This is an optimization exercise on Yosys and OpenROAD, whose aim is small area and a short achievable clock period, not a production implementation. In this exercise RTL edits were held to simulation tests only and were not proved equivalent to the original. Power figures rest on the tool's default switching activity, not on a simulated workload.

<file path="flow/config.mk">
export PLATFORM = sky130hd
export DESIGN_NAME = execCore
export DESIGN_NICKNAME = execCore
export VERILOG_FILES = /design/flow/design.v
export SDC_FILE = /design/flow/constraint.sdc
export NUM_CORES = 4
export LEC_CHECK = 0
export CAP_MARGIN = 20
export CORE_MARGIN = 2
export CORE_UTILIZATION = 40
export SETUP_SLACK_MARGIN = 1.5
export SLEW_MARGIN = 20
export SYNTH_HIERARCHICAL = 1
</file>
<file path="flow/constraint.sdc">
create_clock -name core_clock -period 5.5 [get_ports {clk}]
set_input_delay 1.1000 -clock core_clock [delete_from_list [all_inputs] [get_ports {clk}]]
set_output_delay 1.1000 -clock core_clock [all_outputs]
set_load 0.01 [all_outputs]
</file>
<file path="flow/design.v">
package cr16IsaPkg;
	typedef enum logic [3:0] {
		OP_REG   = 4'b0000,  
		OP_ANDI  = 4'b0001,
		OP_ORI   = 4'b0010,
		OP_XORI  = 4'b0011,
		OP_ADDI  = 4'b0101,
		OP_SHIFT = 4'b1000,  
		OP_SUBI  = 4'b1001,
		OP_CMPI  = 4'b1011,
		OP_MOVI  = 4'b1101,
		OP_LUI   = 4'b1111
	} opcodeT;
	typedef enum logic [3:0] {
		EXT_LSHI = 4'b0000,  
		EXT_AND  = 4'b0001,
		EXT_OR   = 4'b0010,
		EXT_XOR  = 4'b0011,
		EXT_LSH  = 4'b0100,
		EXT_ADD  = 4'b0101,
		EXT_SUB  = 4'b1001,
		EXT_CMP  = 4'b1011,
		EXT_MOV  = 4'b1101
	} extT;
	localparam int unsigned OP_MSB       = 15;
	localparam int unsigned OP_LSB       = 12;
	localparam int unsigned DST_MSB      = 11;  
	localparam int unsigned DST_LSB      = 8;
	localparam int unsigned EXT_MSB      = 7;
	localparam int unsigned EXT_LSB      = 4;
	localparam int unsigned SRC_MSB      = 3;   
	localparam int unsigned SRC_LSB      = 0;
	localparam int unsigned IMM_MSB      = 7;
	localparam int unsigned IMM_LSB      = 0;
	localparam int unsigned CNT_SIGN_BIT = 4;   
	localparam int unsigned IMM_WIDTH    = IMM_MSB - IMM_LSB + 1;
endpackage
package cr16DpPkg;
	typedef enum logic [2:0] {
		ALU_ADD = 3'b000,
		ALU_AND = 3'b001,
		ALU_OR  = 3'b010,
		ALU_XOR = 3'b011,
		ALU_SUB = 3'b100
	} aluOpT;
	typedef enum logic [1:0] {
		RES_ALU   = 2'b00,
		RES_SHIFT = 2'b01,
		RES_OPB   = 2'b10,  
		RES_LUI   = 2'b11
	} resultSrcT;
	typedef enum logic [1:0] {
		FLAG_NONE  = 2'b00,
		FLAG_ARITH = 2'b01,  
		FLAG_CMP   = 2'b10   
	} flagUpdT;
endpackage
`timescale 1ns/10ps
module readSel #(
	parameter bit HAS_EN = 1'b1
) (
	input  logic [4-1:0] addr,
	input  logic                       en,         
	input  logic [16-1:0]      current,    
	input  logic [4-1:0] wbReg,
	output logic [16-1:0]      sel,        
	output logic                       bypass      
);
	always_comb begin
		for (int i = 0; i < 16; i++) begin
			sel[i] = (en | ~HAS_EN) & current[i] & (addr == i);
		end
	end
	assign bypass = (en | ~HAS_EN) & (addr == wbReg);
endmodule
module aoi222 (
	input  logic a1, a2, b1, b2, c1, c2,
	output logic y
);
	assign y = ~((a1 & a2) | (b1 & b2) | (c1 & c2));
endmodule
module readBit (
	input  logic [17:0] sel,
	input  logic [17:0] data,
	output logic        out
);
	logic [5:0] t;
	for (genvar k = 0; k < 6; k++) begin : g_aoi
		aoi222 i_aoi (
			.a1 (sel[3*k]),   .a2 (data[3*k]),
			.b1 (sel[3*k+1]), .b2 (data[3*k+1]),
			.c1 (sel[3*k+2]), .c2 (data[3*k+2]),
			.y  (t[k])
		);
	end
	assign out = ~&t;
endmodule
module readMux (
	input  logic [16-1:0]                    sel,
	input  logic                                     bypass,
	input  logic [16*16-1:0]        words,
	input  logic [16-1:0]                   wbData,
	input  logic                                     extraEn,
	input  logic [16-1:0]                   extra,    
	output logic [16-1:0]                   data
);
	for (genvar b = 0; b < 16; b++) begin : g_bit
		logic [17:0] bitData;
		for (genvar i = 0; i < 16; i++) begin : g_word
			assign bitData[i] = words[i*16 + b];
		end
		assign bitData[16] = wbData[b];
		assign bitData[17] = extra[b];
		readBit i_bit (
			.sel  ({extraEn, bypass, sel}),
			.data (bitData),
			.out  (data[b])
		);
	end
endmodule
`timescale 1ns/10ps
module pfxAoi (input logic t, gl, g, output logic y); assign y = ~((t & gl) | g); endmodule
module pfxOai (input logic t, gl, g, output logic y); assign y = ~((t | gl) & g); endmodule
module pfxNand (input logic a, b, output logic y); assign y = ~(a & b); endmodule
module pfxNor (input logic a, b, output logic y); assign y = ~(a | b); endmodule
module pfxInv (input logic a, output logic y); assign y = ~a; endmodule
module pfxMux (input logic s, a0, a1, output logic y); assign y = s ? a1 : a0; endmodule
module alu
(
	input  logic [16-1:0] regSrc,       
	input  logic [16-1:0] regDst,       
	input  logic                   sub,          
	input  logic [3:1]             lut,          
	input  logic [16-1:0] if0,          
	input  logic [16-1:0] if1,          
	output logic [16-1:0] half,         
	output logic [16-1:0] nextValue,
	output logic                   carryOut,     
	output logic                   carry15,      
	output logic                   equal         
);
	logic [16-1:0] a, b, p;
	assign a = regDst;
	assign b = regSrc ^ {16{sub}};
	assign p = a ^ b;
	assign equal = &p;
	always_comb begin
		for (int i = 0; i < 16; i++) begin
			half[i] = b[i] ? (a[i] ? lut[3] : lut[1]) : (a[i] & lut[2]);
		end
	end
	logic g0c;
	logic gn0_1;
	logic tn0_1;
	logic gn0_2;
	logic tn0_2;
	logic gn0_3;
	logic tn0_3;
	logic gn0_4;
	logic tn0_4;
	logic gn0_5;
	logic tn0_5;
	logic gn0_6;
	logic tn0_6;
	logic gn0_7;
	logic tn0_7;
	logic gn0_8;
	logic tn0_8;
	logic gn0_9;
	logic tn0_9;
	logic gn0_10;
	logic tn0_10;
	logic gn0_11;
	logic tn0_11;
	logic gn0_12;
	logic tn0_12;
	logic gn0_13;
	logic tn0_13;
	logic gn0_14;
	logic tn0_14;
	logic gn0_15;
	logic tn0_15;
	logic g0c_i;
	logic g1_1;
	logic g1_3;
	logic t1_3;
	logic g1_5;
	logic t1_5;
	logic g1_7;
	logic t1_7;
	logic g1_9;
	logic t1_9;
	logic g1_11;
	logic t1_11;
	logic g1_13;
	logic t1_13;
	logic g1_15;
	logic t1_15;
	logic g1_1_i;
	logic g2_2;
	logic gn2_3;
	logic g1_5_i;
	logic g2_6;
	logic t2_6;
	logic t1_5_i;
	logic gn2_7;
	logic tn2_7;
	logic g1_9_i;
	logic g2_10;
	logic t2_10;
	logic t1_9_i;
	logic gn2_11;
	logic tn2_11;
	logic g1_13_i;
	logic g2_14;
	logic t2_14;
	logic t1_13_i;
	logic gn2_15;
	logic tn2_15;
	logic g3_4;
	logic gn2_3_i;
	logic gn3_5;
	logic gn3_6;
	logic g3_7;
	logic g3_12;
	logic t3_12;
	logic gn2_11_i;
	logic gn3_13;
	logic tn3_13;
	logic tn2_11_i;
	logic gn3_14;
	logic tn3_14;
	logic g3_15;
	logic t3_15;
	logic g3_7_i;
	logic g4_8;
	logic gn4_9;
	logic gn4_10;
	logic g4_11;
	logic gn4_12;
	logic g4_13;
	logic g4_14;
	logic gn4_15;
	logic gn4_15_i;
	assign g0c = (a[0] & b[0]) | ((a[0] | b[0]) & sub);
	pfxNand u1 (.a(a[1]), .b(b[1]), .y(gn0_1));
	pfxNor u2 (.a(a[1]), .b(b[1]), .y(tn0_1));
	pfxNand u3 (.a(a[2]), .b(b[2]), .y(gn0_2));
	pfxNor u4 (.a(a[2]), .b(b[2]), .y(tn0_2));
	pfxNand u5 (.a(a[3]), .b(b[3]), .y(gn0_3));
	pfxNor u6 (.a(a[3]), .b(b[3]), .y(tn0_3));
	pfxNand u7 (.a(a[4]), .b(b[4]), .y(gn0_4));
	pfxNor u8 (.a(a[4]), .b(b[4]), .y(tn0_4));
	pfxNand u9 (.a(a[5]), .b(b[5]), .y(gn0_5));
	pfxNor u10 (.a(a[5]), .b(b[5]), .y(tn0_5));
	pfxNand u11 (.a(a[6]), .b(b[6]), .y(gn0_6));
	pfxNor u12 (.a(a[6]), .b(b[6]), .y(tn0_6));
	pfxNand u13 (.a(a[7]), .b(b[7]), .y(gn0_7));
	pfxNor u14 (.a(a[7]), .b(b[7]), .y(tn0_7));
	pfxNand u15 (.a(a[8]), .b(b[8]), .y(gn0_8));
	pfxNor u16 (.a(a[8]), .b(b[8]), .y(tn0_8));
	pfxNand u17 (.a(a[9]), .b(b[9]), .y(gn0_9));
	pfxNor u18 (.a(a[9]), .b(b[9]), .y(tn0_9));
	pfxNand u19 (.a(a[10]), .b(b[10]), .y(gn0_10));
	pfxNor u20 (.a(a[10]), .b(b[10]), .y(tn0_10));
	pfxNand u21 (.a(a[11]), .b(b[11]), .y(gn0_11));
	pfxNor u22 (.a(a[11]), .b(b[11]), .y(tn0_11));
	pfxNand u23 (.a(a[12]), .b(b[12]), .y(gn0_12));
	pfxNor u24 (.a(a[12]), .b(b[12]), .y(tn0_12));
	pfxNand u25 (.a(a[13]), .b(b[13]), .y(gn0_13));
	pfxNor u26 (.a(a[13]), .b(b[13]), .y(tn0_13));
	pfxNand u27 (.a(a[14]), .b(b[14]), .y(gn0_14));
	pfxNor u28 (.a(a[14]), .b(b[14]), .y(tn0_14));
	pfxNand u29 (.a(a[15]), .b(b[15]), .y(gn0_15));
	pfxNor u30 (.a(a[15]), .b(b[15]), .y(tn0_15));
	pfxInv u31 (.a(g0c), .y(g0c_i));
	pfxOai u32 (.t(tn0_1), .gl(g0c_i), .g(gn0_1), .y(g1_1));
	pfxOai u33 (.t(tn0_3), .gl(gn0_2), .g(gn0_3), .y(g1_3));
	pfxNor u34 (.a(tn0_3), .b(tn0_2), .y(t1_3));
	pfxOai u35 (.t(tn0_5), .gl(gn0_4), .g(gn0_5), .y(g1_5));
	pfxNor u36 (.a(tn0_5), .b(tn0_4), .y(t1_5));
	pfxOai u37 (.t(tn0_7), .gl(gn0_6), .g(gn0_7), .y(g1_7));
	pfxNor u38 (.a(tn0_7), .b(tn0_6), .y(t1_7));
	pfxOai u39 (.t(tn0_9), .gl(gn0_8), .g(gn0_9), .y(g1_9));
	pfxNor u40 (.a(tn0_9), .b(tn0_8), .y(t1_9));
	pfxOai u41 (.t(tn0_11), .gl(gn0_10), .g(gn0_11), .y(g1_11));
	pfxNor u42 (.a(tn0_11), .b(tn0_10), .y(t1_11));
	pfxOai u43 (.t(tn0_13), .gl(gn0_12), .g(gn0_13), .y(g1_13));
	pfxNor u44 (.a(tn0_13), .b(tn0_12), .y(t1_13));
	pfxOai u45 (.t(tn0_15), .gl(gn0_14), .g(gn0_15), .y(g1_15));
	pfxNor u46 (.a(tn0_15), .b(tn0_14), .y(t1_15));
	pfxInv u47 (.a(g1_1), .y(g1_1_i));
	pfxOai u48 (.t(tn0_2), .gl(g1_1_i), .g(gn0_2), .y(g2_2));
	pfxAoi u49 (.t(t1_3), .gl(g1_1), .g(g1_3), .y(gn2_3));
	pfxInv u50 (.a(g1_5), .y(g1_5_i));
	pfxOai u51 (.t(tn0_6), .gl(g1_5_i), .g(gn0_6), .y(g2_6));
	pfxInv u52 (.a(t1_5), .y(t1_5_i));
	pfxNor u53 (.a(tn0_6), .b(t1_5_i), .y(t2_6));
	pfxAoi u54 (.t(t1_7), .gl(g1_5), .g(g1_7), .y(gn2_7));
	pfxNand u55 (.a(t1_7), .b(t1_5), .y(tn2_7));
	pfxInv u56 (.a(g1_9), .y(g1_9_i));
	pfxOai u57 (.t(tn0_10), .gl(g1_9_i), .g(gn0_10), .y(g2_10));
	pfxInv u58 (.a(t1_9), .y(t1_9_i));
	pfxNor u59 (.a(tn0_10), .b(t1_9_i), .y(t2_10));
	pfxAoi u60 (.t(t1_11), .gl(g1_9), .g(g1_11), .y(gn2_11));
	pfxNand u61 (.a(t1_11), .b(t1_9), .y(tn2_11));
	pfxInv u62 (.a(g1_13), .y(g1_13_i));
	pfxOai u63 (.t(tn0_14), .gl(g1_13_i), .g(gn0_14), .y(g2_14));
	pfxInv u64 (.a(t1_13), .y(t1_13_i));
	pfxNor u65 (.a(tn0_14), .b(t1_13_i), .y(t2_14));
	pfxAoi u66 (.t(t1_15), .gl(g1_13), .g(g1_15), .y(gn2_15));
	pfxNand u67 (.a(t1_15), .b(t1_13), .y(tn2_15));
	pfxOai u68 (.t(tn0_4), .gl(gn2_3), .g(gn0_4), .y(g3_4));
	pfxInv u69 (.a(gn2_3), .y(gn2_3_i));
	pfxAoi u70 (.t(t1_5), .gl(gn2_3_i), .g(g1_5), .y(gn3_5));
	pfxAoi u71 (.t(t2_6), .gl(gn2_3_i), .g(g2_6), .y(gn3_6));
	pfxOai u72 (.t(tn2_7), .gl(gn2_3), .g(gn2_7), .y(g3_7));
	pfxOai u73 (.t(tn0_12), .gl(gn2_11), .g(gn0_12), .y(g3_12));
	pfxNor u74 (.a(tn0_12), .b(tn2_11), .y(t3_12));
	pfxInv u75 (.a(gn2_11), .y(gn2_11_i));
	pfxAoi u76 (.t(t1_13), .gl(gn2_11_i), .g(g1_13), .y(gn3_13));
	pfxInv u77 (.a(tn2_11), .y(tn2_11_i));
	pfxNand u78 (.a(t1_13), .b(tn2_11_i), .y(tn3_13));
	pfxAoi u79 (.t(t2_14), .gl(gn2_11_i), .g(g2_14), .y(gn3_14));
	pfxNand u80 (.a(t2_14), .b(tn2_11_i), .y(tn3_14));
	pfxOai u81 (.t(tn2_15), .gl(gn2_11), .g(gn2_15), .y(g3_15));
	pfxNor u82 (.a(tn2_15), .b(tn2_11), .y(t3_15));
	pfxInv u83 (.a(g3_7), .y(g3_7_i));
	pfxOai u84 (.t(tn0_8), .gl(g3_7_i), .g(gn0_8), .y(g4_8));
	pfxAoi u85 (.t(t1_9), .gl(g3_7), .g(g1_9), .y(gn4_9));
	pfxAoi u86 (.t(t2_10), .gl(g3_7), .g(g2_10), .y(gn4_10));
	pfxOai u87 (.t(tn2_11), .gl(g3_7_i), .g(gn2_11), .y(g4_11));
	pfxAoi u88 (.t(t3_12), .gl(g3_7), .g(g3_12), .y(gn4_12));
	pfxOai u89 (.t(tn3_13), .gl(g3_7_i), .g(gn3_13), .y(g4_13));
	pfxOai u90 (.t(tn3_14), .gl(g3_7_i), .g(gn3_14), .y(g4_14));
	pfxAoi u91 (.t(t3_15), .gl(g3_7), .g(g3_15), .y(gn4_15));
	pfxMux u92 (.s(sub), .a0(if0[0]), .a1(if1[0]), .y(nextValue[0]));
	pfxMux u93 (.s(g0c), .a0(if0[1]), .a1(if1[1]), .y(nextValue[1]));
	pfxMux u94 (.s(g1_1), .a0(if0[2]), .a1(if1[2]), .y(nextValue[2]));
	pfxMux u95 (.s(g2_2), .a0(if0[3]), .a1(if1[3]), .y(nextValue[3]));
	pfxMux u96 (.s(gn2_3), .a0(if1[4]), .a1(if0[4]), .y(nextValue[4]));
	pfxMux u97 (.s(g3_4), .a0(if0[5]), .a1(if1[5]), .y(nextValue[5]));
	pfxMux u98 (.s(gn3_5), .a0(if1[6]), .a1(if0[6]), .y(nextValue[6]));
	pfxMux u99 (.s(gn3_6), .a0(if1[7]), .a1(if0[7]), .y(nextValue[7]));
	pfxMux u100 (.s(g3_7), .a0(if0[8]), .a1(if1[8]), .y(nextValue[8]));
	pfxMux u101 (.s(g4_8), .a0(if0[9]), .a1(if1[9]), .y(nextValue[9]));
	pfxMux u102 (.s(gn4_9), .a0(if1[10]), .a1(if0[10]), .y(nextValue[10]));
	pfxMux u103 (.s(gn4_10), .a0(if1[11]), .a1(if0[11]), .y(nextValue[11]));
	pfxMux u104 (.s(g4_11), .a0(if0[12]), .a1(if1[12]), .y(nextValue[12]));
	pfxMux u105 (.s(gn4_12), .a0(if1[13]), .a1(if0[13]), .y(nextValue[13]));
	pfxMux u106 (.s(g4_13), .a0(if0[14]), .a1(if1[14]), .y(nextValue[14]));
	pfxMux u107 (.s(g4_14), .a0(if0[15]), .a1(if1[15]), .y(nextValue[15]));
	pfxInv u108 (.a(gn4_15), .y(gn4_15_i));
	assign carryOut = gn4_15_i;
	assign carry15  = g4_14;
endmodule
`timescale 1ns/10ps
module shifter (
	input  logic [16-1:0] value,        
	input  logic [4:0]             shiftCount,   
	output logic [16-1:0] shiftResult
);
	localparam int W = 16;
	logic [W-1:0] r1, r2, r4, r8, keep;
	assign r1 = shiftCount[0] ? {value[W-2:0], value[W-1]} : value;
	assign r2 = shiftCount[1] ? {r1[W-3:0], r1[W-1:W-2]}   : r1;
	assign r4 = shiftCount[2] ? {r2[W-5:0], r2[W-1:W-4]}   : r2;
	assign r8 = shiftCount[3] ? {r4[W-9:0], r4[W-1:W-8]}   : r4;
	always_comb begin
		for (int j = 0; j < W; j++) begin
			keep[j] = (j >= shiftCount[3:0]) ^ shiftCount[4];
		end
	end
	assign shiftResult = r8 & keep;
endmodule
`timescale 1ns/10ps
module execControl
(
	input  logic                       instrValid,
	input  logic [15:0]                instr,
	output logic                       srcIsReg,     
	output logic [16-1:0]     immB,         
	output logic                       sub,
	output logic [3:1]                 lut,
	output logic                       countImm,     
	output logic                       wrEn,
	output logic                       wrAlu,        
	output logic                       wrShift,      
	output logic                       updArith,
	output logic                       updCmp
);
	logic [3:0] op, ext;
	logic [7:0] imm;
	logic       isReg, isAnd, isOr, isXor, isAdd, isSub, isCmp, isMov, isLui, isShift;
	logic       knownAlu;
	assign op  = instr[15:12];
	assign ext = instr[7:4];
	assign imm = instr[7:0];
	assign isReg    = (op == 4'h0);
	assign isAnd    = isReg ? (ext == 4'h1) : (op == 4'h1);
	assign isOr     = isReg ? (ext == 4'h2) : (op == 4'h2);
	assign isXor    = isReg ? (ext == 4'h3) : (op == 4'h3);
	assign isAdd    = isReg ? (ext == 4'h5) : (op == 4'h5);
	assign isSub    = isReg ? (ext == 4'h9) : (op == 4'h9);
	assign isCmp    = isReg ? (ext == 4'hB) : (op == 4'hB);
	assign isMov    = isReg ? (ext == 4'hD) : (op == 4'hD);
	assign isLui    = (op == 4'hF);
	assign countImm = (ext[3:1] == 3'b000);
	assign isShift  = (op == 4'h8) && ((ext == 4'h4) || countImm);
	regFormDecode i_regForm (.op(op[2:0]), .srcIsReg(srcIsReg));
	always_comb begin
		if (op == 4'hF)
			immB = {imm, 8'h00};
		else if (op[3] ^ op[2])  
			immB = {{8{imm[7]}}, imm};
		else
			immB = {8'h00, imm};
	end
	assign sub   = isSub | isCmp;
	assign lut[1] = ~isAnd;
	assign lut[2] = ~(isAnd | isMov | isLui);
	assign lut[3] = isAnd | isOr | isMov | isLui;
	assign knownAlu = isAnd | isOr | isXor | isAdd | isSub | isMov | isLui;
	assign wrAlu    = instrValid & knownAlu;
	assign wrShift  = instrValid & isShift;
	assign wrEn     = wrAlu | wrShift;
	assign updArith = instrValid & (isAdd | isSub);
	assign updCmp   = instrValid & isCmp;
endmodule
module regFormDecode
(
	input  logic [2:0] op,
	output logic       srcIsReg
);
	assign srcIsReg = ~|op;
endmodule
`timescale 1ns/10ps
module execCore
(
	input  logic                       clk,
	input  logic                       rstN,
	input  logic                       instrValid,
	input  logic [15:0]                instr,
	output logic                       wbValid,
	output logic [4-1:0] wbReg,
	output logic [16-1:0]     wbData,
	output logic                       carry,
	output logic                       low,
	output logic                       overflow,
	output logic                       zero,
	output logic                       negative
);
	localparam int W = 16;
	localparam int N = 16;
	logic [4-1:0] srcAddr, dstAddr;
	logic [W-1:0]   regs [N];
	logic [N*W-1:0] words;
	logic [N-1:0]   current, wbHit, dstHit;
	logic [4-1:0] wbRegN;  
	logic         srcIsReg, sub, countImm, wrEn, wrAlu, wrShift, updArith, updCmp;
	logic [W-1:0] immB;
	logic [3:1]   lut;
	assign dstAddr = instr[11:8];
	assign srcAddr = instr[3:0];
	execControl i_control (
		.instrValid (instrValid),
		.instr      (instr),
		.srcIsReg   (srcIsReg),
		.immB       (immB),
		.sub        (sub),
		.lut        (lut),
		.countImm   (countImm),
		.wrEn       (wrEn),
		.wrAlu      (wrAlu),
		.wrShift    (wrShift),
		.updArith   (updArith),
		.updCmp     (updCmp)
	);
	logic [N-1:0] srcSel, dstSel;
	logic         srcBypass, dstBypass;
	logic [W-1:0] opB, dstData;
	always_comb begin
		for (int i = 0; i < N; i++) begin
			words[i*W +: W] = regs[i];
			wbHit[i]        = (wbReg == i);
			dstHit[i]       = (dstAddr == i);
		end
	end
	readSel i_srcSel (
		.addr    (srcAddr),
		.en      (srcIsReg),
		.current (current),
		.wbReg   (~wbRegN),
		.sel     (srcSel),
		.bypass  (srcBypass)
	);
	readSel #(.HAS_EN(1'b0)) i_dstSel (
		.addr    (dstAddr),
		.en      (1'b1),
		.current (current),
		.wbReg   (~wbRegN),
		.sel     (dstSel),
		.bypass  (dstBypass)
	);
	readMux i_srcMux (
		.sel     (srcSel),
		.bypass  (srcBypass),
		.words   (words),
		.wbData  (wbData),
		.extraEn (~srcIsReg),
		.extra   (immB),
		.data   (opB)
	);
	readMux i_dstMux (
		.sel     (dstSel),
		.bypass  (dstBypass),
		.words   (words),
		.wbData  (wbData),
		.extraEn (1'b0),
		.extra   ({W{1'b0}}),
		.data   (dstData)
	);
	logic [W-1:0] half, shiftResult, other, if0, if1, wbNext;
	logic         carryOut, carry15, equal;
	logic [4:0]   shiftCount;
	assign other = wrShift ? shiftResult : wbData;
	assign if0   = wrAlu ? half : other;
	assign if1   = updArith ? ~half : if0;
	alu i_alu (
		.regSrc    (opB),
		.regDst    (dstData),
		.sub       (sub),
		.lut       (lut),
		.if0       (if0),
		.if1       (if1),
		.half      (half),
		.nextValue (wbNext),
		.carryOut  (carryOut),
		.carry15   (carry15),
		.equal     (equal)
	);
	assign shiftCount = countImm ? instr[4:0] : opB[4:0];
	shifter i_shifter (
		.value       (dstData),
		.shiftCount  (shiftCount),
		.shiftResult (shiftResult)
	);
	always_ff @(posedge clk or negedge rstN) begin
		if (!rstN) begin
			wbValid  <= 1'b0;
			wbReg    <= '0;
			wbRegN   <= '1;
			wbData   <= '0;
			current  <= '0;
			carry    <= 1'b0;
			low      <= 1'b0;
			overflow <= 1'b0;
			zero     <= 1'b0;
			negative <= 1'b0;
		end else begin
			wbValid <= wrEn;
			if (wrEn) begin
				wbReg  <= dstAddr;
				wbRegN <= ~dstAddr;
			end
			wbData  <= wbNext;
			current <= ~(dstHit & {N{wrEn}}) & (current | (wbHit & {N{wrEn}}));
			if (updArith) begin
				carry    <= carryOut ^ sub;
				overflow <= carryOut ^ carry15;
			end
			if (updCmp) begin
				low      <= ~carryOut;
				zero     <= equal;
				negative <= dstData[W-1] ^ opB[W-1] ^ ~carryOut;
			end
		end
	end
	always_ff @(posedge clk) begin
		for (int i = 0; i < N; i++) begin
			if (wbHit[i])
				regs[i] <= wbData;
		end
	end
endmodule
</file>
<file path="flow/flow/run.sh">
#!/bin/bash
# The standard layout, with plain buffers on the ports (instead of the delay
# cells buffer_ports picks by default) and a clock tree without dummy loads.
set -euo pipefail
bash standard.sh finish \
  "BUFFER_PORTS_ARGS=-buffer_cell sky130_fd_sc_hd__buf_2" \
  "CTS_ARGS=-sink_clustering_enable -repair_clock_nets -dont_use_dummy_load" \
  > make_finish.log 2>&1
</file>
<file path="flow/standard.sh">
#!/bin/bash
# synth_recipe.tcl (not shown) runs the flow's synth.tcl, then flattens the netlist and writes it again
# the make line also repeats each setting of config.mk as NAME=value (left out here)
make -C /OpenROAD-flow-scripts/flow DESIGN_CONFIG=/design/flow/config.mk WORK_HOME=/design/flow/orfs CLKGATE_MAP_FILE= SYNTH_SCRIPT=/design/flow/synth_recipe.tcl "${@:-finish}"
</file>
==> results.py, run 1 <==
metrics = {
    "die": {
        "core_um2": 39730,
        "dieArea_um2": 41870,
        "die_y_um": 204.6,
        "die_w_um": 204.6,
        "pin_count": 45,
        "initial_core_util_pct": 40.52,
        "row_count": 73,
    },
    "clock_tree": {
        "htree_levels": 1,
        "insertion_delay_ps": 600,
        "clk_pin_slew_ps": 50,
        "clock-root-buffer": "clkbuf_16",
        "cts_tree": "done",
        "cts_buffers": 31,
        "cts_buffer_depth": 3,
        "cts_sinks": 302,
    },
    "power_and_ir_drop": {
        "ir_drop_v": 0.0002929,
        "power_density_nw_per_um2": 398.1,
        "p_leak_nw": 7.180,
    },
    "yosys": {
        "synth.avg_cell_area_um2": 12.91,
        "yosys_warnings": 13,
        "netlist_instances": 1247,
        "syn_area_um2": 16100,
    },
    "timing": {
        "finClkSkew_ps": 53.78,
        "tns_ps": 0,
        "maxSlewHeadroom_pct": 37.65,
        "slew_violations": 0,
        "setup_slack_ps": 1248,
        "tightest_slew_ps": 935.2,
        "fmax_mhz": 235.2,
        "final_hold_viol_count": 0,
        "post-route-period-util_pct": 77.31,
        "final-setup-viol-count": 0,
        "period_needed_ps": 4252,
        "rsz0062_at_grt": "true",
    },
    "drt": {
        "drt_iter0_drc": 2590,
        "routed_wl_um": 57250,
        "via_count": 13379,
        "drtPass1Iterations": 10,
        "wl_per_cell_um": 28.73,
        "final_antenna_net_count": 0,
        "drc": 0,
        "viasPerCell": 6.713,
    },
    "hold_path": {
        "min_path_type": "reg -> reg",
    },
    "place": {
        "dp_cells": 1882,
        "pre_cts_slack_ps": 232.8,
        "globalplace.congestion": 0.9036,
        "io_buffers": 44,
        "dp_hpwl_um": 38040,
    },
    "cells_and_area": {
        "fin_cells": 1993,
        "syn2layout_area_growth_pct": 23.36,
        "finalNetCount": 1492,
        "drive_above_1_share_pct": 34.33,
        "n_antenna_cell": 0,
    },
    "global_route": {
        "grt_overflow": 0,
        "grt_max_degree": 47,
        "grt_pass1_wl_um": 82510,
        "first_global_vias": 12698,
        "antenna_found_initial": 1,
        "grt_use_total_pct": 26.69,
    },
    "job": {
        "cap_viol_max_count": 0,
    },
    "setup_path": {
        "endpoint_kind": "flop",
        "cp.arrival_ps": 4690,
        "cp-start-kind": "primary input",
        "required_ps": 5940,
        "cp_max_fo": 8,
        "worstSetupPathType": "in -> reg",
    },
    "run_status": {
        "outcome": "finished clean",
    },
}
## layout by cell type (no fill, tap or decap), types with 15 or more instances in the layout
| master | instances |
|---|---|
| clkbuf_16 | 31 |
| nor2b_1 | 24 |
| a21oi_1 | 41 |
| and3_4 | 24 |
| a21oi_2 | 16 |
| a21o_1 | 23 |
| mux2i_1 | 19 |
| a222oi_1 | 192 |
| mux2_4 | 29 |
| o21ai_1 | 26 |
| nand2_1 | 65 |
| inv_1 | 43 |
| nand3_2 | 21 |
| nor2_1 | 49 |
| o22ai_1 | 18 |
| xnor2_1 | 19 |
| buf_4 | 141 |
| dfrtp_1 | 42 |
| conb_1 | 32 |
| xor2_2 | 15 |
| edfxtp_1 | 256 |
| buf_2 | 36 |
| mux2_2 | 18 |
## routing by layer
| layer | vias to the layer above | GRT usage [%] | part of all wire, % |
|---|---|---|---|
| met4 | 2 | 9.265 | 3.4 |
| li1 | 5721 | - | - |
| met5 | - | 0 | 0.023 |
| met3 | 143 | 5.202 | 11 |
| met2 | 852 | 41.95 | 46 |
| met1 | 6661 | 36.85 | 40 |
## state kept, by name, summed over array words and instances, names as in the netlist
signal	flops
regs	256
current	16
wbData	16
wbRegN	4
wbReg	4
carry	1
low	1
negative	1
overflow	1
wbValid	1
zero	1
## critical path: stages
cell      delay (ps)
buf_8             80
nor3_4            40
buf_12           130
and3b_2          240
and3_4           220
a222oi_1         360
and4_2           330
nand3_4          130
mux2_4           380
buf_6            140
mux2_4           310
mux2i_1          160
o32a_1           260
o22ai_2          130
a211oi_2         280
o22ai_1          100
mux2_4           290
## path summary, 6_finish.rpt
path                            slack (ps)         end  cells after the start  startpoint
worst max-delay path                  1250  wbData[10]                     17   instr[14]
min in group asynchronous              640   wbData[5]                      2        rstN
worst min register to register         500        zero                      1        zero
worst max register to register        1460  wbData[15]                     16   wbRegN[2]
max in group asynchronous             4340  current[4]                      2        rstN
worst min-delay path                   500        zero                      1        zero
## where the power goes
group	total, W	switching [W]	internal [W]
combinational	0.00259	0.00156	0.00104
clock	0.00180	0.000825	0.000977
sequential	0.00351	0.000381	0.00313
## final cells by class
class | count | area, um2
Fill cell | 3474 | 19870
Sequential cell | 302 | 8843
Multi-Input combinational cell | 892 | 7829
Timing Repair Buffer | 195 | 1567
Clock buffer | 31 | 775.7
Tap cell | 525 | 656.9
Inverter | 48 | 187.7
## per-stage QoR
step,utilization [%],area [um2],power (W),hold slack [ps]
global placement,44.22,17570,0.005770,491.0
global route,49.98,19860,0.008218,516.5
finish,49.98,19860,0.007906,498.4
CTS,48.54,19280,0.007711,501.9
detailed placement,44.22,17570,0.005818,489.5
floorplan,-,16350,0.004835,481.5
## timing repair
| action | in CTS | in global routing |
|---|---|---|
| pin swaps | 59 | 69 |
| cloned | 6 | 0 |
| hold buffers | 0 | 0 |
| setup endpoints to repair | 21 | 21 |
| setup buffers | 47 | 27 |
| resized for setup | 121 | 92 |
==> run 2, diff against run 1 <==
--- a/flow/design.v
+++ b/flow/design.v
@@ -56,6 +56,25 @@
 	} flagUpdT;
 endpackage
 `timescale 1ns/10ps
+module predecode2 #(
+	parameter bit HAS_EN = 1'b1
+) (
+	input  logic [1:0] addr,
+	input  logic       en,
+	output logic [3:0] hit
+);
+	always_comb begin
+		for (int k = 0; k < 4; k++) begin
+			hit[k] = (en | ~HAS_EN) & (addr == k);
+		end
+	end
+endmodule
+module and3g (
+	input  logic a, b, c,
+	output logic y
+);
+	assign y = a & b & c;
+endmodule
 module readSel #(
 	parameter bit HAS_EN = 1'b1
 ) (
@@ -66,10 +85,11 @@
 	output logic [16-1:0]      sel,        
 	output logic                       bypass      
 );
-	always_comb begin
-		for (int i = 0; i < 16; i++) begin
-			sel[i] = (en | ~HAS_EN) & current[i] & (addr == i);
-		end
+	logic [3:0] lo, hi;
+	predecode2 #(.HAS_EN(1'b0))   i_lo (.addr(addr[1:0]), .en(1'b1), .hit(lo));
+	predecode2 #(.HAS_EN(HAS_EN)) i_hi (.addr(addr[3:2]), .en(en),   .hit(hi));
+	for (genvar i = 0; i < 16; i++) begin : g_sel
+		and3g i_and (.a(current[i]), .b(hi[i/4]), .c(lo[i%4]), .y(sel[i]));
 	end
 	assign bypass = (en | ~HAS_EN) & (addr == wbReg);
 endmodule
@@ -79,6 +99,18 @@
 );
 	assign y = ~((a1 & a2) | (b1 & b2) | (c1 & c2));
 endmodule
+module nand3g (
+	input  logic a, b, c,
+	output logic y
+);
+	assign y = ~(a & b & c);
+endmodule
+module or2g (
+	input  logic a, b,
+	output logic y
+);
+	assign y = a | b;
+endmodule
 module readBit (
 	input  logic [17:0] sel,
 	input  logic [17:0] data,
@@ -93,7 +125,10 @@
 			.y  (t[k])
 		);
 	end
-	assign out = ~&t;
+	logic [1:0] n;
+	nand3g i_n0 (.a(t[0]), .b(t[1]), .c(t[2]), .y(n[0]));
+	nand3g i_n1 (.a(t[3]), .b(t[4]), .c(t[5]), .y(n[1]));
+	or2g   i_or (.a(n[0]), .b(n[1]), .y(out));
 endmodule
 module readMux (
 	input  logic [16-1:0]                    sel,
@@ -358,20 +393,26 @@
 module shifter (
 	input  logic [16-1:0] value,        
 	input  logic [4:0]             shiftCount,   
-	output logic [16-1:0] shiftResult
+	output logic [16-1:0] rotated,      
+	output logic [16-1:0] keep          
 );
 	localparam int W = 16;
-	logic [W-1:0] r1, r2, r4, r8, keep;
+	logic [W-1:0] r1, r2, r4;
 	assign r1 = shiftCount[0] ? {value[W-2:0], value[W-1]} : value;
 	assign r2 = shiftCount[1] ? {r1[W-3:0], r1[W-1:W-2]}   : r1;
 	assign r4 = shiftCount[2] ? {r2[W-5:0], r2[W-1:W-4]}   : r2;
-	assign r8 = shiftCount[3] ? {r4[W-9:0], r4[W-1:W-8]}   : r4;
+	assign rotated = shiftCount[3] ? {r4[W-9:0], r4[W-1:W-8]} : r4;
 	always_comb begin
 		for (int j = 0; j < W; j++) begin
 			keep[j] = (j >= shiftCount[3:0]) ^ shiftCount[4];
 		end
 	end
-	assign shiftResult = r8 & keep;
+endmodule
+module shiftMerge (
+	input  logic base, rot, keep,
+	output logic y
+);
+	assign y = base | (rot & keep);
 endmodule
 `timescale 1ns/10ps
 module execControl
@@ -382,7 +423,6 @@
 	output logic [16-1:0]     immB,         
 	output logic                       sub,
 	output logic [3:1]                 lut,
-	output logic                       countImm,     
 	output logic                       wrEn,
 	output logic                       wrAlu,        
 	output logic                       wrShift,      
@@ -405,9 +445,10 @@
 	assign isCmp    = isReg ? (ext == 4'hB) : (op == 4'hB);
 	assign isMov    = isReg ? (ext == 4'hD) : (op == 4'hD);
 	assign isLui    = (op == 4'hF);
+	logic countImm;
 	assign countImm = (ext[3:1] == 3'b000);
 	assign isShift  = (op == 4'h8) && ((ext == 4'h4) || countImm);
-	regFormDecode i_regForm (.op(op[2:0]), .srcIsReg(srcIsReg));
+	regFormDecode i_regForm (.op(op), .ext(ext[3:1]), .srcIsReg(srcIsReg));
 	always_comb begin
 		if (op == 4'hF)
 			immB = {imm, 8'h00};
@@ -429,10 +470,11 @@
 endmodule
 module regFormDecode
 (
-	input  logic [2:0] op,
+	input  logic [3:0] op,
+	input  logic [3:1] ext,
 	output logic       srcIsReg
 );
-	assign srcIsReg = ~|op;
+	assign srcIsReg = ~|op[2:0] & (~op[3] | (|ext));
 endmodule
 `timescale 1ns/10ps
 module execCore
@@ -457,7 +499,7 @@
 	logic [N*W-1:0] words;
 	logic [N-1:0]   current, wbHit, dstHit;
 	logic [4-1:0] wbRegN;  
-	logic         srcIsReg, sub, countImm, wrEn, wrAlu, wrShift, updArith, updCmp;
+	logic         srcIsReg, sub, wrEn, wrAlu, wrShift, updArith, updCmp;
 	logic [W-1:0] immB;
 	logic [3:1]   lut;
 	assign dstAddr = instr[11:8];
@@ -469,7 +511,6 @@
 		.immB       (immB),
 		.sub        (sub),
 		.lut        (lut),
-		.countImm   (countImm),
 		.wrEn       (wrEn),
 		.wrAlu      (wrAlu),
 		.wrShift    (wrShift),
@@ -520,12 +561,21 @@
 		.extra   ({W{1'b0}}),
 		.data   (dstData)
 	);
-	logic [W-1:0] half, shiftResult, other, if0, if1, wbNext;
+	logic [W-1:0] half, rotated, keep, shKeep, base0, base1, if0, if1, wbNext;
 	logic         carryOut, carry15, equal;
-	logic [4:0]   shiftCount;
-	assign other = wrShift ? shiftResult : wbData;
-	assign if0   = wrAlu ? half : other;
-	assign if1   = updArith ? ~half : if0;
+	shifter i_shifter (
+		.value      (dstData),
+		.shiftCount (opB[4:0]),
+		.rotated    (rotated),
+		.keep       (keep)
+	);
+	assign base0  = ({W{wrAlu}} & half) | ({W{~wrEn}} & wbData);
+	assign base1  = updArith ? ~half : base0;
+	assign shKeep = {W{wrShift}} & keep;
+	for (genvar i = 0; i < W; i++) begin : g_merge
+		shiftMerge i_m0 (.base(base0[i]), .rot(rotated[i]), .keep(shKeep[i]), .y(if0[i]));
+		shiftMerge i_m1 (.base(base1[i]), .rot(rotated[i]), .keep(shKeep[i]), .y(if1[i]));
+	end
 	alu i_alu (
 		.regSrc    (opB),
 		.regDst    (dstData),
@@ -539,12 +589,6 @@
 		.carry15   (carry15),
 		.equal     (equal)
 	);
-	assign shiftCount = countImm ? instr[4:0] : opB[4:0];
-	shifter i_shifter (
-		.value       (dstData),
-		.shiftCount  (shiftCount),
-		.shiftResult (shiftResult)
-	);
 	always_ff @(posedge clk or negedge rstN) begin
 		if (!rstN) begin
 			wbValid  <= 1'b0;
==> run 2 against run 1 <==
Compared with the run above: largest cell class unchanged; design area is 3.5% lower; largest power group unchanged; via count shrank 3.3%; routed wire length fell by 4.4%; worst hold slack lost 7.3 ps; worst setup slack lost 200 ps; core utilization down 1.9 points.
==> results.py, run 2 <==
metrics = {
    "run_status": {
        "outcome": "finished clean",
    },
    "setup_path": {
        "reg2regPathDepth": 9,
        "worstSetupPathType": "in -> reg",
        "required_ps": 5860,
        "path_cells": "buf_12 -> nor4b_4 -> nor4_2 -> buf_4 -> and3b_2 -> and3_2 -> a222oi_1 -> nand3_1 -> or2_4 -> xor2_4 -> mux2_4 -> nand2_1 -> o21ai_1 -> a22o_1 -> o21a_1 -> a21o_1 -> mux2_4",
        "max_stage_delay_ps": 440,
        "endpoint_kind": "flop",
        "critical-path-top-delay-family": "simple AND/OR/NAND/NOR gates",
        "cp-start-kind": "primary input",
        "cp_max_fo": 8,
        "cpMaxStageDelayCell": "a222oi_1",
        "critPathBufInv": 2,
        "cp.arrival_ps": 4810,
        "cpMostUsedCell": "mux2_4",
        "cp_num_cells": 17,
    },
    "clock_tree": {
        "clk_pin_slew_ps": 60,
        "cts_tree": "done",
        "cts_sinks": 302,
        "cts_buffers": 34,
        "htree_levels": 2,
        "cts_buffer_depth": 3,
        "clock-root-buffer": "clkbuf_16",
        "cts_hold_buf": 0,
        "insertion_delay_ps": 530,
    },
    "yosys": {
        "netlist_instances": 1257,
        "synth.avg_cell_area_um2": 12.88,
        "syn_area_um2": 16190,
        "yosys_warnings": 13,
    },
    "timing": {
        "tns_ps": 0,
        "period_needed_ps": 4448,
        "maxSlewHeadroom_pct": 29.18,
        "slew_violations": 0,
        "fmax_mhz": 224.8,
        "post-route-period-util_pct": 80.86,
        "final-setup-viol-count": 0,
        "tightest_slew_ps": 1062,
        "finClkSkew_ps": 58.35,
        "rsz0062_at_grt": "true",
        "final_hold_viol_count": 0,
    },
    "power_and_ir_drop": {
        "ir_drop_v": 0.0001592,
        "power_w": 0.007541,
        "power_density_nw_per_um2": 393.5,
        "p_leak_nw": 7.174,
    },
    "global_route": {
        "grt_max_degree": 47,
        "first_global_vias": 12706,
        "grt_pass1_wl_um": 79470,
        "antenna_found_initial": 3,
        "grt_overflow": 0,
        "grt_use_total_pct": 25.51,
    },
    "die": {
        "core_um2": 39820,
        "row_count": 73,
        "die_w_um": 205.2,
        "initial_core_util_pct": 40.64,
        "dieArea_um2": 42090,
        "pin_count": 45,
        "die_y_um": 205.2,
    },
    "hold_path": {
        "hold_depth": 2,
        "min_path_type": "reg -> reg",
    },
    "cells_and_area": {
        "top_regs": "regs (256), current (16), wbData (16)",
        "drive_above_1_share_pct": 26.03,
        "mostFrequentLayoutCell": "edfxtp_1",
        "final_core_util_pct": 48.12,
        "n_antenna_cell": 0,
        "most-common-layout-cells": "edfxtp_1 (256), a222oi_1 (193), nand2_1 (70), nand3_1 (69), buf_4 (69)",
        "top_register": "regs",
        "largest_reg_flops": 256,
        "syn2layout_area_growth_pct": 18.41,
        "finalNetCount": 1434,
        "fin_area_um2": 19160,
    },
    "place": {
        "io_buffers": 44,
        "dp_hpwl_um": 36010,
        "dpl_cell_area_um2": 17690,
        "globalplace.congestion": 0.8810,
    },
    "drt": {
        "routed_wl_um": 54760,
        "viasPerCell": 6.684,
        "via_count": 12933,
        "drtPass1Iterations": 10,
        "drt_iter0_drc": 2487,
        "final_antenna_net_count": 0,
        "drc": 0,
        "wl_per_cell_um": 28.30,
    },
    "job": {
        "cap_viol_max_count": 0,
    },
}
## run 2: where the power goes
part	switching, W	internal (W)	total (W)
clock	0.000818	0.00108	0.00190
combinational	0.00119	0.000862	0.00206
sequential	0.000500	0.00308	0.00358
## run 2: layout make-up
| type | instances | area (um2) |
|---|---|---|
| Fill cell | 3516 | 20660 |
| Sequential cell | 302 | 8843 |
| Multi-Input combinational cell | 915 | 7715 |
| Timing Repair Buffer | 125 | 945.9 |
| Clock buffer | 34 | 850.8 |
| Tap cell | 525 | 656.9 |
| Inverter | 34 | 152.6 |
## run 2: path summary, 6_finish.rpt
| kind | endpoint | startpoint | slack [ps] |
|---|---|---|---|
| min reg2reg | wbRegN[2] | wbRegN[2] | 490 |
| max | wbData[14] | instr[7] | 1050 |
| max reg2reg | wbData[12] | current[0] | 1760 |
| max in group asynchronous | current[11] | rstN | 4290 |
| min in group asynchronous | wbData[14] | rstN | 730 |
| min | wbRegN[2] | wbRegN[2] | 490 |
## run 2: stage by stage
stage                     std cells  worst slack, ps  hold slack (ps)
after floorplan                1288             1213            467.1
after global placement         1863            398.1            479.1
after detailed placement       1863            357.9            482.7
after CTS                      1925             1155            494.8
after global routing           1935            965.3            505.6
final                          1935             1052            491.0
## run 2: tightest hold or removal path, delay by kind of cell, from the launching register on
kind / cells / cell delay [ps]
flip-flops: 1 / 370
AND/OR/NAND/NOR: 1 / 80
AO/OA/AOI/OAI: 1 / 40
## run 2: routing by layer
metal | vias to the layer above | global-route usage (%) | wire, um
met5 | - | 0 | 21
met4 | 4 | 9.789 | 1863
met3 | 108 | 5.234 | 5274
met2 | 767 | 41.86 | 26400
met1 | 6492 | 33.23 | 21210
li1 | 5562 | - | -
## run 2: timing repair
action	in CTS	in global routing
buffers inserted	25	9
endpoints found under the setup margin	21	21
cloned	3	1
gates resized for setup	64	42
pin swaps	37	29
==> run 3, diff against run 2 <==
==> flow/flow/run.sh (replaced) <==
#!/bin/bash
# The standard layout, with plain buffers on the ports (instead of the delay
# cells buffer_ports picks by default) and a clock tree of smaller buffers
# without dummy loads.
set -euo pipefail
bash standard.sh finish \
  "BUFFER_PORTS_ARGS=-buffer_cell sky130_fd_sc_hd__buf_2" \
  "CTS_ARGS=-sink_clustering_enable -repair_clock_nets -dont_use_dummy_load -buf_list sky130_fd_sc_hd__clkbuf_8 -sink_clustering_size 16 -sink_clustering_max_diameter 60" \
  > make_finish.log 2>&1
--- a/flow/config.mk
+++ b/flow/config.mk
@@ -8,6 +8,6 @@
 export CAP_MARGIN = 20
 export CORE_MARGIN = 2
 export CORE_UTILIZATION = 40
-export SETUP_SLACK_MARGIN = 1.5
+export SETUP_SLACK_MARGIN = 2.5
 export SLEW_MARGIN = 20
 export SYNTH_HIERARCHICAL = 1
==> run 3 against run 2 <==
Compared with the run above: first-iteration DRC count stayed put; combinational power is 19% higher; critical endpoint is now wbData[7]; via count is 2.9% higher.
==> results.py, run 3 <==
metrics = {
    "global_route": {
        "grt_pass1_wl_um": 83320,
        "grt_use_total_pct": 27.16,
        "antenna_found_initial": 1,
        "grt_overflow": 0,
        "first_global_vias": 12649,
        "grt_max_degree": 47,
    },
    "clock_tree": {
        "cts_buffers": 29,
        "clock-root-buffer": "clkbuf_8",
        "htree_levels": 1,
        "cts_sinks": 302,
        "clk_pin_slew_ps": 80,
        "insertion_delay_ps": 660,
        "cts_buffer_depth": 3,
        "cts_tree": "done",
    },
    "drt": {
        "drtPass1Iterations": 14,
        "via_count": 13304,
        "final_antenna_net_count": 0,
        "wl_per_cell_um": 29.76,
        "viasPerCell": 6.770,
        "drt_iter0_drc": 2487,
        "routed_wl_um": 58480,
        "drc": 0,
    },
    "yosys": {
        "netlist_instances": 1257,
        "synth.avg_cell_area_um2": 12.88,
        "syn_area_um2": 16190,
        "yosys_warnings": 13,
    },
    "timing": {
        "slew_violations": 0,
        "final-setup-viol-count": 0,
        "post-route-period-util_pct": 79.84,
        "period_needed_ps": 4391,
        "tns_ps": 0,
        "final_hold_viol_count": 0,
        "rsz0062_at_grt": "true",
        "fmax_mhz": 227.7,
        "finClkSkew_ps": 90.43,
        "setup_slack_ps": 1109,
        "maxSlewHeadroom_pct": 23.81,
        "tightest_slew_ps": 1143,
    },
    "power_and_ir_drop": {
        "ir_drop_v": 0.0001771,
        "p_leak_nw": 7.195,
        "power_density_nw_per_um2": 367.6,
    },
    "cells_and_area": {
        "fin_cells": 1965,
        "top_regs": "regs (256), current (16), wbData (16)",
        "finalNetCount": 1463,
        "most-common-layout-cells": "edfxtp_1 (256), a222oi_1 (193), buf_4 (89), nand2_1 (70), nand3_1 (65)",
        "nFillCells": 3518,
        "syn2layout_area_growth_pct": 19.70,
        "largest_reg_flops": 256,
        "multi_input_area_um2": 8016,
        "drive_above_1_share_pct": 29.74,
        "top_register": "regs",
        "regArea_um2": 8843,
        "mostFrequentLayoutCell": "edfxtp_1",
        "fin_area_um2": 19370,
    },
    "place": {
        "dpl_cell_area_um2": 17800,
        "dp_hpwl_um": 36930,
        "globalplace.congestion": 0.9364,
        "io_buffers": 44,
        "pre_cts_slack_ps": 263.0,
        "dp_cells": 1865,
    },
    "setup_path": {
        "cp_max_fo": 5,
        "worstSetupPathType": "in -> reg",
        "required_ps": 5950,
        "cp-start-kind": "primary input",
        "path_cells": "buf_8 -> nor4b_4 -> nor4_4 -> buf_6 -> and3b_2 -> buf_4 -> and3_4 -> a222oi_1 -> nand3_2 -> or2_4 -> xor2_4 -> mux2_4 -> nand2_1 -> o21ai_1 -> a22o_1 -> o21a_1 -> a21o_1 -> mux2_4",
        "cpMaxStageDelayCell": "a222oi_1",
        "max_stage_delay_ps": 420,
        "reg2reg_slack_ps": 1620,
        "endpoint_kind": "flop",
        "cp.arrival_ps": 4840,
        "cpMostUsedCell": "mux2_4",
    },
    "job": {
        "cap_viol_max_count": 0,
    },
    "die": {
        "dieArea_um2": 42090,
        "core_um2": 39820,
        "pin_count": 45,
        "die_y_um": 205.2,
        "initial_core_util_pct": 40.64,
        "die_w_um": 205.2,
        "row_count": 73,
    },
    "hold_path": {
        "min_path_type": "reg -> reg",
    },
    "run_status": {
        "outcome": "finished clean",
    },
}
-- run 3: metrics by stage --
| stage | power (W) | hold slack (ps) | util [%] |
|---|---|---|---|
| 2_1_floorplan | 0.004698 | 467.1 | - |
| 3_3_place_gp | 0.005552 | 480.1 | 44.66 |
| 3_5_place_dp | 0.005583 | 483.4 | 44.69 |
| 4_1_cts | 0.006941 | 498.9 | 47.34 |
| 5_1_grt | 0.007398 | 525.4 | 48.64 |
| 6_report | 0.007121 | 496.7 | 48.65 |
-- run 3: path summary, 6_finish.rpt --
path	startpoint	end	cells past startpoint
worst min-delay path	wbRegN[2]	wbRegN[2]	2
min in group asynchronous	rstN	wbData[13]	2
worst min register to register	wbRegN[2]	wbRegN[2]	2
worst max-delay path	instr[5]	wbData[7]	18
max in group asynchronous	rstN	wbData[0]	2
worst max register to register	current[7]	wbData[1]	9
-- run 3: worst max-delay path: cells and delay by family --
family,cells,cell delay (ps)
AND/OR/NAND/NOR,7,1480
AO/OA/AOI/OAI,5,1080
multiplexers,2,570
buffers and inverters,3,410
XOR/XNOR,1,200
-- run 3: power by group --
group | total, W | leakage (nW) | switching (W) | internal [W]
sequential | 0.00348 | 2.92 | 0.000399 | 0.00308
combinational | 0.00245 | 4.07 | 0.00144 | 0.00102
clock | 0.00119 | 0.209 | 0.000724 | 0.000465
-- run 3: metal layers --
| metal | share of wire [%] | vias up | GRT usage, % |
|---|---|---|---|
| met5 | 0.024 | - | 0 |
| met4 | 4.1 | 2 | 10.61 |
| met3 | 11 | 131 | 6.888 |
| met2 | 45 | 879 | 42.53 |
| met1 | 39 | 6679 | 36.18 |
| li1 | - | 5613 | - |
-- run 3: cell type report --
class                   instances  area share (%)
well taps                     525           3.391
multi-input cells             916           41.38
clock buffers                  29           2.060
repair buffers                158           6.671
flip-flops and latches        302           45.65
diodes                          1         0.01292
inverters                      34          0.8396
-- run 3: timing repair --
action / CTS / global route
buffers inserted: 34 / 28
gates resized for setup: 92 / 56
endpoints found under the setup margin: 43 / 31
cloned: 5 / 1
pin swaps: 80 / 47
hold buffers: 0 / 0
==> run 4, diff against run 3 <==
--- a/flow/config.mk
+++ b/flow/config.mk
@@ -8,6 +8,6 @@
 export CAP_MARGIN = 20
 export CORE_MARGIN = 2
 export CORE_UTILIZATION = 40
-export SETUP_SLACK_MARGIN = 2.5
+export SETUP_SLACK_MARGIN = 1.5
 export SLEW_MARGIN = 20
 export SYNTH_HIERARCHICAL = 1
==> run 4 against run 3 <==
Compared with the run above: non-clock buffer count fell by 3; sequential power up 3%; clock power about the same; largest cell class unchanged; register-to-register slack better by 60 ps; core utilization fell by 0.32 points; cell count down 0.31%; via count fell by 2.0%; critical path depth stayed put; global-route usage fell by 1.5 points; power fell by 2.9%.
==> results.py, run 4 <==
metrics = {
    "timing": {
        "rsz0062_at_grt": "true",
        "tightest_slew_ps": 1097,
        "fmax_mhz": 229.3,
        "whs_ps": 497.2,
        "slew_violations": 0,
        "period_needed_ps": 4360,
        "final-setup-viol-count": 0,
        "post-route-period-util_pct": 79.28,
        "final_hold_viol_count": 0,
        "finClkSkew_ps": 65.21,
        "tns_ps": 0,
        "maxSlewHeadroom_pct": 26.85,
    },
    "die": {
        "die_y_um": 205.2,
        "pin_count": 45,
        "row_count": 73,
        "initial_core_util_pct": 40.64,
        "die_w_um": 205.2,
        "dieArea_um2": 42090,
        "core_um2": 39820,
    },
    "cells_and_area": {
        "fin_cells": 1959,
        "fin_area_um2": 19250,
        "top_regs": "regs (256), current (16), wbData (16)",
        "drive_above_1_share_pct": 28.80,
        "final_core_util_pct": 48.33,
        "top_register": "regs",
        "most-common-layout-cells": "edfxtp_1 (256), a222oi_1 (193), buf_4 (90), nand3_1 (68), nand2_1 (66)",
        "mostFrequentLayoutCell": "edfxtp_1",
        "n_antenna_cell": 0,
        "syn2layout_area_growth_pct": 18.92,
        "finalNetCount": 1458,
        "largest_reg_flops": 256,
    },
    "power_and_ir_drop": {
        "p_leak_nw": 7.197,
        "power_density_nw_per_um2": 359.2,
        "ir_drop_v": 0.0001838,
    },
    "setup_path": {
        "required_ps": 5950,
        "cp-start-kind": "primary input",
        "cp.arrival_ps": 4810,
        "critical-path-top-delay-family": "simple AND/OR/NAND/NOR gates",
        "endpoint_kind": "flop",
        "cpMaxStageDelayCell": "or2_4",
        "path_cells": "buf_12 -> nor4b_4 -> nor4_2 -> buf_4 -> and3b_2 -> and3_4 -> buf_6 -> a222oi_1 -> nand3_1 -> or2_4 -> xor2_4 -> mux2_4 -> nand2_2 -> o21ai_2 -> a22o_1 -> o21a_1 -> a21o_1 -> mux2_4",
        "worstSetupPathType": "in -> reg",
        "max_stage_delay_ps": 350,
        "cpMostUsedCell": "mux2_4",
        "critPathBufInv": 3,
        "cp_max_fo": 8,
    },
    "global_route": {
        "grt_use_total_pct": 25.67,
        "grt_overflow": 0,
        "grt_pass1_wl_um": 80060,
        "first_global_vias": 12766,
        "antenna_found_initial": 3,
        "grt_max_degree": 47,
    },
    "hold_path": {
        "min_path_type": "reg -> reg",
    },
    "drt": {
        "viasPerCell": 6.653,
        "final_antenna_net_count": 0,
        "wl_per_cell_um": 28.18,
        "drc": 0,
        "drt_iter0_drc": 2249,
        "drtPass1Iterations": 10,
        "via_count": 13034,
        "routed_wl_um": 55210,
    },
    "yosys": {
        "yosys_warnings": 13,
        "synth.avg_cell_area_um2": 12.88,
        "netlist_instances": 1257,
        "syn_area_um2": 16190,
    },
    "clock_tree": {
        "cts_buffers": 28,
        "htree_levels": 1,
        "insertion_delay_ps": 630,
        "cts_tree": "done",
        "cts_sinks": 302,
        "cts_buffer_depth": 3,
        "clk_pin_slew_ps": 100,
        "clock-root-buffer": "clkbuf_8",
    },
    "job": {
        "cap_viol_max_count": 0,
    },
    "place": {
        "dp_hpwl_um": 36010,
        "io_buffers": 44,
        "globalplace.congestion": 0.8810,
        "dpl_cell_area_um2": 17690,
        "dp_cells": 1863,
    },
    "run_status": {
        "outcome": "finished clean",
    },
}
run 4: metal layers:
metal | vias to the layer above | share of wire [%] | GRT usage [%]
li1 | 5598 | - | -
met1 | 6552 | 38 | 33.56
met2 | 773 | 48 | 42.19
met3 | 111 | 10 | 4.709
met4 | 0 | 3.7 | 10.23
met5 | - | 0 | 0
run 4: worst register-to-register path: cells and delay by family (launching register included):
family	cells	cell delay [ps]
mux	4	1310
simple gates	3	1160
compound gates	2	740
flops	1	420
run 4: through the flow:
| stage | total power, W | worst slack (ps) |
|---|---|---|
| 3_5_place_dp | 0.005497 | 357.9 |
| 5_1_grt | 0.007233 | 1079 |
| 4_1_cts | 0.006745 | 1228 |
| 6_report | 0.006913 | 1140 |
| 2_1_floorplan | 0.004686 | 1213 |
| 3_3_place_gp | 0.005453 | 398.1 |
run 4: cell type report:
type | instances | area, um2
repair buffers | 155 | 1287
inverters | 34 | 155.1
clock buffers | 28 | 385.4
flip-flops and latches | 302 | 8843
multi-input cells | 915 | 7919
well taps | 525 | 656.9
fillers | 3509 | 20580
run 4: final timing paths:
kind / start / endpoint / slack, ps / cells past startpoint
max: instr[6] / wbData[2] / 1140 / 18
min: wbRegN[2] / wbRegN[2] / 500 / 2
max reg2reg: current[0] / wbData[2] / 1680 / 9
min reg2reg: wbRegN[2] / wbRegN[2] / 500 / 2
max in group asynchronous: rstN / wbData[3] / 4390 / 2
min in group asynchronous: rstN / overflow / 590 / 2
run 4: repair_timing:
action	CTS	global route
resized for setup	72	88
pin swaps	52	67
hold buffers	0	0
cloned	2	2
buffers inserted	39	25
setup endpoints to repair	21	21
hold endpoints to repair	0	0
run 4: where the power goes:
group	switching (W)	leakage, nW	internal (W)	total (W)
logic	0.00125	4.08	0.000924	0.00217
clock network	0.000712	0.201	0.000451	0.00116
registers	0.000501	2.92	0.00308	0.00358
total	0.00246	7.20	0.00445	0.00691
==> run 5, diff against run 4 <==
--- a/flow/config.mk
+++ b/flow/config.mk
@@ -7,7 +7,7 @@
 export LEC_CHECK = 0
 export CAP_MARGIN = 20
 export CORE_MARGIN = 2
-export CORE_UTILIZATION = 40
+export CORE_UTILIZATION = 50
 export SETUP_SLACK_MARGIN = 1.5
 export SLEW_MARGIN = 20
 export SYNTH_HIERARCHICAL = 1
==> run 5 against run 4 <==
Compared with the run above: still clean on timing, DRC and antenna; global-route usage up 6.1 points; sequential power down 2%; via count up 0.50%; critical endpoint is now wbData[15]; highest routed layer unchanged.
==> results.py, run 5 <==
metrics = {
    "setup_path": {
        "cp.arrival_ps": 4790,
        "cp-start-kind": "primary input",
        "cpMaxStageDelayCell": "or2_4",
        "path_cells": "buf_12 -> nor4b_4 -> nor4_2 -> buf_4 -> and3b_2 -> buf_4 -> and3_4 -> a222oi_1 -> nand3_1 -> or2_4 -> xor2_4 -> nor2_1 -> o21ai_1 -> a21oi_4 -> o21ai_4 -> inv_2 -> o21ai_2 -> mux2_4",
        "critPathBufInv": 4,
        "cpMostUsedCell": "buf_4",
        "endpoint_kind": "flop",
        "max_stage_delay_ps": 380,
        "cp_max_fo": 8,
        "critical-path-top-delay-family": "simple AND/OR/NAND/NOR gates",
        "worstSetupPathType": "in -> reg",
        "required_ps": 5940,
    },
    "drt": {
        "drt_iter0_drc": 2200,
        "via_count": 13099,
        "wl_per_cell_um": 29.36,
        "viasPerCell": 7.142,
        "final_antenna_net_count": 0,
        "drtPass1Iterations": 12,
        "drc": 0,
        "routed_wl_um": 53850,
    },
    "timing": {
        "fmax_mhz": 229.9,
        "finClkSkew_ps": 110.8,
        "slew_violations": 0,
        "tns_ps": 0,
        "period_needed_ps": 4349,
        "final_hold_viol_count": 0,
        "final-setup-viol-count": 0,
        "rsz0062_at_grt": "true",
        "tightest_slew_ps": 1007,
        "maxSlewHeadroom_pct": 32.84,
        "whs_ps": 493.5,
        "post-route-period-util_pct": 79.08,
    },
    "hold_path": {
        "min_path_type": "reg -> reg",
    },
    "yosys": {
        "netlist_instances": 1257,
        "yosys_warnings": 13,
        "syn_area_um2": 16190,
        "synth.avg_cell_area_um2": 12.88,
    },
    "die": {
        "initial_core_util_pct": 51.03,
        "die_y_um": 183.9,
        "row_count": 65,
        "die_w_um": 183.9,
        "core_um2": 31720,
        "dieArea_um2": 33830,
        "pin_count": 45,
    },
    "power_and_ir_drop": {
        "ir_drop_v": 0.0002129,
        "p_leak_nw": 7.112,
        "power_density_nw_per_um2": 364.5,
    },
    "cells_and_area": {
        "largest_reg_flops": 256,
        "mostFrequentLayoutCell": "edfxtp_1",
        "drive_above_1_share_pct": 28.44,
        "finalNetCount": 1455,
        "most-common-layout-cells": "edfxtp_1 (256), a222oi_1 (193), buf_4 (93), nand3_1 (70), nand2_1 (68)",
        "top_register": "regs",
        "fin_area_um2": 18960,
        "fin_cells": 1834,
        "final_core_util_pct": 59.78,
        "syn2layout_area_growth_pct": 17.15,
        "top_regs": "regs (256), current (16), wbData (16)",
    },
    "global_route": {
        "grt_use_total_pct": 31.72,
        "first_global_vias": 12744,
        "antenna_found_initial": 3,
        "grt_max_degree": 47,
        "grt_pass1_wl_um": 79770,
        "grt_util_met2_pct": 52.82,
        "globalRouteMet1Util_pct": 41.44,
        "gr-usage-met3_pct": 5.745,
        "grt_overflow": 0,
        "busiest_layer": "met2",
    },
    "place": {
        "globalplace.congestion": 0.8849,
        "dp_hpwl_um": 34930,
        "dp_cells": 1749,
        "io_buffers": 44,
        "dpl_cell_area_um2": 17640,
    },
    "run_status": {
        "outcome": "finished clean",
    },
    "job": {
        "cap_viol_max_count": 0,
    },
    "clock_tree": {
        "cts_buffer_depth": 3,
        "cts_sinks": 302,
        "clock-root-buffer": "clkbuf_8",
        "cts_hold_buf": 0,
        "insertion_delay_ps": 660,
        "cts_tree": "done",
        "cts_buffers": 28,
        "htree_levels": 1,
        "clk_pin_slew_ps": 70,
    },
}
[run 5: cell count changes in the layout (fill, tap and decap cells not counted), moves of 6 or more]
| cell | change |
|---|---|
| mux2i_1 | -12 |
| mux4_2 | +6 |
| nor2_4 | -6 |
| nor2_1 | +11 |
| mux2i_2 | +10 |
| mux4_1 | -6 |
[run 5: worst paths after layout]
kind	start	end	slack, ps	cells past startpoint
max	instr[7]	wbData[15]	1150	18
min	wbRegN[2]	wbRegN[2]	490	2
max reg2reg	wbRegN[1]	wbData[15]	1550	15
min reg2reg	wbRegN[2]	wbRegN[2]	490	2
max in group asynchronous	rstN	wbData[5]	4390	2
min in group asynchronous	rstN	current[12]	580	2
[run 5: report_power, final]
group | internal (W) | switching, W
registers | 0.00308 | 0.000442
logic | 0.000951 | 0.00127
clock network | 0.000450 | 0.000725
[run 5: final cells by class]
cell class	count	area (um2)
sequential	302	8843
clock buffer	28	385.4
timing repair buffer	152	1234
multi-input combinational	915	7841
tap	402	503.0
inverter	34	152.6
antenna	1	2.502
fill	2552	12760
[run 5: repair_timing]
item / 4_1_cts / 5_1_grt
setup endpoints to repair: 21 / 21
setup buffers: 34 / 17
gates resized for setup: 102 / 33
hold endpoints to repair: 0 / 0
pin swaps: 66 / 32
gates cloned: 4 / 1
[run 5: worst register-to-register path, stage by stage, from the launching register on]
cell      delay (ps)
dfstp_2          530
inv_1             60
xor2_1           180
nor4_4           770
a222oi_1         200
nand3_1          140
or2_1            330
nand2_1          160
o21ai_4          110
inv_2             60
o21ai_4          210
a21oi_4          100
o21ai_4          240
inv_2            120
o21ai_2          190
mux2_4           330
[run 5: through the flow]
| stage | setup slack (ps) | power [W] |
|---|---|---|
| global route | 1053 | 0.007227 |
| finish | 1151 | 0.006912 |
| floorplan | 1213 | 0.004686 |
| detailed placement | 430.1 | 0.005488 |
| CTS | 1284 | 0.006816 |
| global placement | 508.6 | 0.005443 |
[run 5: layer usage]
| layer | wire length, um | vias to the layer above | part of all wire, % |
|---|---|---|---|
| li1 | - | 5598 | - |
| met1 | 20700 | 6538 | 38 |
| met2 | 25730 | 835 | 48 |
| met5 | 0 | - | 0 |
| met4 | 2331 | 0 | 4.3 |
| met3 | 5087 | 128 | 9.4 |

what the ideal ports hide:
How much do the figures lean on ideal ports? The routed layouts below were timed once more, with nothing changed but the port constraints.
Step 1: set_driving_cell puts a clkbuf_16 on clk and a buf_2 on each other input, an assumption about the parent block.
Step 2 times the ports against the registers' clock, not the clock port: input delays grow and output delays shrink by t, the midpoint of the rising clock arrivals with the driver on.
Slacks: ideal / step 1 / step 2; pairs: ideal / step 1.
| run | shift t [ns] | setup WS [ns] | worst hold slack (ns) | clock arrival spread, ns | worst register clock-pin slew, ns |
|---|---|---|---|---|---|
| run 1 | 0.627 | 1.248 / 1.244 / 0.617 | 0.498 / 0.498 / 0.498 | 0.058 / 0.058 | 0.07 / 0.07 |
| run 2 | 0.557 | 1.052 / 1.057 / 0.500 | 0.491 / 0.491 / 0.491 | 0.058 / 0.058 | 0.06 / 0.06 |
| run 3 | 0.663 | 1.109 / 1.116 / 0.453 | 0.497 / 0.497 / 0.497 | 0.091 / 0.090 | 0.10 / 0.10 |
| run 4 | 0.653 | 1.140 / 1.143 / 0.490 | 0.497 / 0.497 / 0.497 | 0.066 / 0.065 | 0.10 / 0.10 |
| run 5 | 0.649 | 1.151 / 1.148 / 0.499 | 0.493 / 0.493 / 0.493 | 0.110 / 0.111 | 0.11 / 0.11 |
After both steps every run listed still meets setup and hold. The setup slack of run 3, which loses most, moves by +0.007 ns with the drivers and by -0.656 ns with both steps.
